What follows belongs to an exercise in optimizing a design on an open flow for small area and a short achievable clock period; a production flow would make more cautious choices.
Function was checked by simulation only, so behaviour that the tests miss may differ from the original.
Power and IR drop assume default switching activity.

==> run K <==
==> flow/design.v (excerpt) <==
module dmem_responder
#(
   parameter int ADDR_W      = 32,
   parameter int DEPTH_WORDS = 64,
   parameter int WAIT_CYCLES = 2
) (
   input  logic              clk,
   input  logic              reset,
   input  logic              req_valid,
   output logic              req_ready,
   input  logic              req_we,
   input  logic [ADDR_W-1:0] req_addr,
   input  logic [31:0]       req_wdata,
   input  logic [2:0]        req_funct3,
   output logic              rsp_valid,
   input  logic              rsp_ready,
   output logic [31:0]       rsp_rdata,
   output logic              rsp_err
);
   localparam int NR = 16;
   logic s1, s2, s3, busy;                
   always_ff @(posedge clk or negedge reset) begin
      if (!reset) begin
         req_ready <= 1'b0;
         s1        <= 1'b0;
         s2        <= 1'b0;
         s3        <= 1'b0;
         busy      <= 1'b0;
         rsp_valid <= 1'b0;
      end else begin
         req_ready <= req_ready ? !req_valid : (rsp_valid ? rsp_ready : !(s1 | s2 | s3));
         s1        <= req_ready & req_valid;
         s2        <= s1;
         s3        <= s2;
         busy      <= (req_ready & req_valid) | s1 | s2;
         rsp_valid <= s3 | (rsp_valid & !rsp_ready);
      end
   end
   logic [1:0] rot;
   always_ff @(posedge clk)
      rot <= rot + 2'd1;
   logic [31:0] q_data;
   logic [3:0]  q_mask;
   logic        q_bad, q_err;
   logic [3:0]  q_b0;
   logic [2:0]  q_b1;
   logic [1:0]  q_hi;
   logic        q_xb, q_xh;
   dmem_store_lanes u_store (
      .we         (req_we),
      .funct3     (req_funct3),
      .lane       (req_addr[1:0]),
      .wdata      (req_wdata),
      .store_data (q_data),
      .store_mask (q_mask),
      .bad        (q_bad)
   );
   assign q_err = q_bad | (|req_addr[ADDR_W-1:8]);
   dmem_load_ctl u_ctl (
      .ld     (!req_we & !q_err),
      .funct3 (req_funct3),
      .lane   (req_addr[1:0]),
      .b0     (q_b0),
      .b1     (q_b1),
  ...
==> flow/config.mk <==
export PLATFORM = sky130hd
export DESIGN_NAME = dmem_responder
export DESIGN_NICKNAME = dmem_responder
export VERILOG_FILES = /design/flow/design.v
export SDC_FILE = /design/flow/constraint.sdc
export NUM_CORES = 4
export LEC_CHECK = 0
export CAP_MARGIN = 20
export CORE_MARGIN = 2
export CORE_UTILIZATION = 50
export CTS_BUF_LIST = sky130_fd_sc_hd__clkbuf_8 sky130_fd_sc_hd__clkbuf_16
export CTS_CLUSTER_DIAMETER = 100
export CTS_CLUSTER_SIZE = 26
export PLACE_DENSITY = 0.7
export SETUP_SLACK_MARGIN = 3.3
export SLEW_MARGIN = 20
==> flow/constraint.sdc <==
create_clock -name core_clock -period 6.0 [get_ports {clk}]
set_input_delay 1.2000 -clock core_clock [delete_from_list [all_inputs] [get_ports {clk}]]
set_output_delay 1.2000 -clock core_clock [all_outputs]
set_load 0.01 [all_outputs]
standard.sh (not shown) runs the stock make flow with config.mk's settings and CLKGATE_MAP_FILE= SYNTH_SCRIPT=/design/flow/synth_recipe.tcl, a recipe that flattens the netlist after the stock synthesis.
==> flow/flow/run.sh <==
#!/bin/bash
# The standard layout (the standard.sh), with these changes:
#  - the port buffers are buf_4 cells instead of the library's default pick (a delay cell)
#  - gate sizing may change a cell's footprint (MATCH_CELL_FOOTPRINT=0), so that cells on
#    the critical paths can be upsized
#  - after global placement each output port buffer is moved next to the register that
#    drives it (flow/post_gp.tcl); detailed placement legalises it
# The whole make output goes to standard.log; ORFS keeps each step's log under orfs/logs.
set -euo pipefail
bash standard.sh MATCH_CELL_FOOTPRINT=0 'BUFFER_PORTS_ARGS=-buffer_cell sky130_fd_sc_hd__buf_4' \
  "POST_GLOBAL_PLACE_TCL=$PWD/flow/post_gp.tcl" finish > standard.log 2>&1
==> flow/flow/post_gp.tcl <==
# After global placement: put each output port buffer on top of the register that drives
# it (detailed placement legalises it later). The register then drives a short wire and the
# stronger port buffer drives the long wire to the pin.
set n 0
foreach buf [get_cells output*] {
  foreach ipin [get_pins -of_objects $buf -filter "direction == input"] {
    foreach dpin [get_pins -of_objects [get_nets -of_objects $ipin] -filter "direction == output"] {
      set drv [get_cells -of_objects $dpin]
      if {[string match "sky130_fd_sc_hd__df*" [get_property $drv ref_name]]} {
        set loc [[sta::sta_to_db_inst $drv] getLocation]
        [sta::sta_to_db_inst $buf] setLocation [lindex $loc 0] [lindex $loc 1]
        incr n
      }
    }
  }
}
puts "post_gp: moved $n output buffers next to their registers"
==> run C: changes against run K <==
--- a/flow/flow/run.sh
+++ b/flow/flow/run.sh
@@ -2,3 +2,4 @@
 # The standard layout (the standard.sh), with these changes:
-#  - the port buffers are buf_4 cells instead of the library's default pick (a delay cell)
+#  - the input ports get buf_1 buffers and the output ports buf_4 buffers, instead of the
+#    library's default pick (a delay cell); the outputs are buffered in flow/post_gp.tcl
 #  - gate sizing may change a cell's footprint (MATCH_CELL_FOOTPRINT=0), so that cells on
@@ -9,3 +10,3 @@
 set -euo pipefail
-bash standard.sh MATCH_CELL_FOOTPRINT=0 'BUFFER_PORTS_ARGS=-buffer_cell sky130_fd_sc_hd__buf_4' \
+bash standard.sh MATCH_CELL_FOOTPRINT=0 'BUFFER_PORTS_ARGS=-inputs -buffer_cell sky130_fd_sc_hd__buf_1' \
   "POST_GLOBAL_PLACE_TCL=$PWD/flow/post_gp.tcl" finish > standard.log 2>&1
--- a/flow/flow/post_gp.tcl
+++ b/flow/flow/post_gp.tcl
@@ -1,4 +1,6 @@
-# After global placement: put each output port buffer on top of the register that drives
-# it (detailed placement legalises it later). The register then drives a short wire and the
+# After global placement: buffer the output ports (the inputs were buffered with buf_1 cells
+# before it), and put each output port buffer on top of the register that drives it
+# (detailed placement legalises it later). The register then drives a short wire and the
 # stronger port buffer drives the long wire to the pin.
+buffer_ports -outputs -buffer_cell sky130_fd_sc_hd__buf_4
 set n 0
--- a/flow/config.mk
+++ b/flow/config.mk
@@ -13,4 +13,3 @@
 export CTS_CLUSTER_SIZE = 26
-export PLACE_DENSITY = 0.7
-export SETUP_SLACK_MARGIN = 3.3
+export SETUP_SLACK_MARGIN = 3.6
 export SLEW_MARGIN = 20
==> comparison table <==
quantity                                                                                 run C                      run K
Maximum number of pins on one net before global-route repair                                51                         53
Status                                                                 complete, no violations    complete, no violations
Number of antenna violations at the first check in global routing                           14                          6
Wire length of the first global-routing pass                                         252900 um                  242700 um
Peak supply drop                                                                   0.0002380 V                0.0004025 V
End point of the critical path                                                    rsp_rdata[1]  rsp_rdata[30]$_DFFE_PN0P_
Vias after detailed routing                                                              33820                      33970
Setup slack of the most critical reg-to-reg path                                       3560 ps                    3280 ps
Destination of the worst register-to-register timing path            rsp_rdata[25]$_DFFE_PN0P_  rsp_rdata[30]$_DFFE_PN0P_
Count of clock buffers in the final design                                                  97                        101
Detailed-route wire length on metal 1                                                 81280 um                   73940 um
Fraction of layout cells with a size suffix above 1                                     20.60%                     20.85%
Sw Share                                                                                28.25%                     27.88%
Number of stages on the worst setup path                                                     1                          6
Slowest CP cell                                                                        dfrtp_1                     nor4_1
Pint                                                                                  23650 uW                   23480 uW
Cells resized by post-CTS repair                                                            94                          3
Multi-input combinational cell area                                                  13750 um2                  13540 um2
Clock network area share                                                                3.963%                     4.086%
Slew @ Worst Pin                                                                       1128 ps                    1030 ps
Class of the most critical setup path                              flip-flop to primary output     flip-flop to flip-flop

## what the ideal ports hide
How much do the figures lean on ideal ports? The routed layouts below were timed once more, with nothing changed but the port constraints.
Step 1, drivers: a clkbuf_16 drives clk and a buf_2 each remaining input, both assumed.
Step 2, shift: input delay + t, output delay - t, t = (earliest + latest rising clock arrival at the registers) / 2. This alone moves slack from input paths to output paths.
Slacks: ideal / step 1 / step 2; pairs: ideal / step 1.
run	t (ns)	setup slack, ns	latest minus earliest clock arrival (ns)	worst register clock-pin slew, ns	cell pins on the clock port's net
run K	0.786	3.279 / 3.279 / 2.668	0.044 / 0.045	0.11 / 0.11	1
run C	0.801	3.467 / 3.385 / 3.171	0.036 / 0.035	0.11 / 0.11	1
After both steps setup and hold are still met in every run listed. For run K, which loses most, drivers alone change the setup slack by 0.000 ns; drivers and shift together by -0.611 ns.
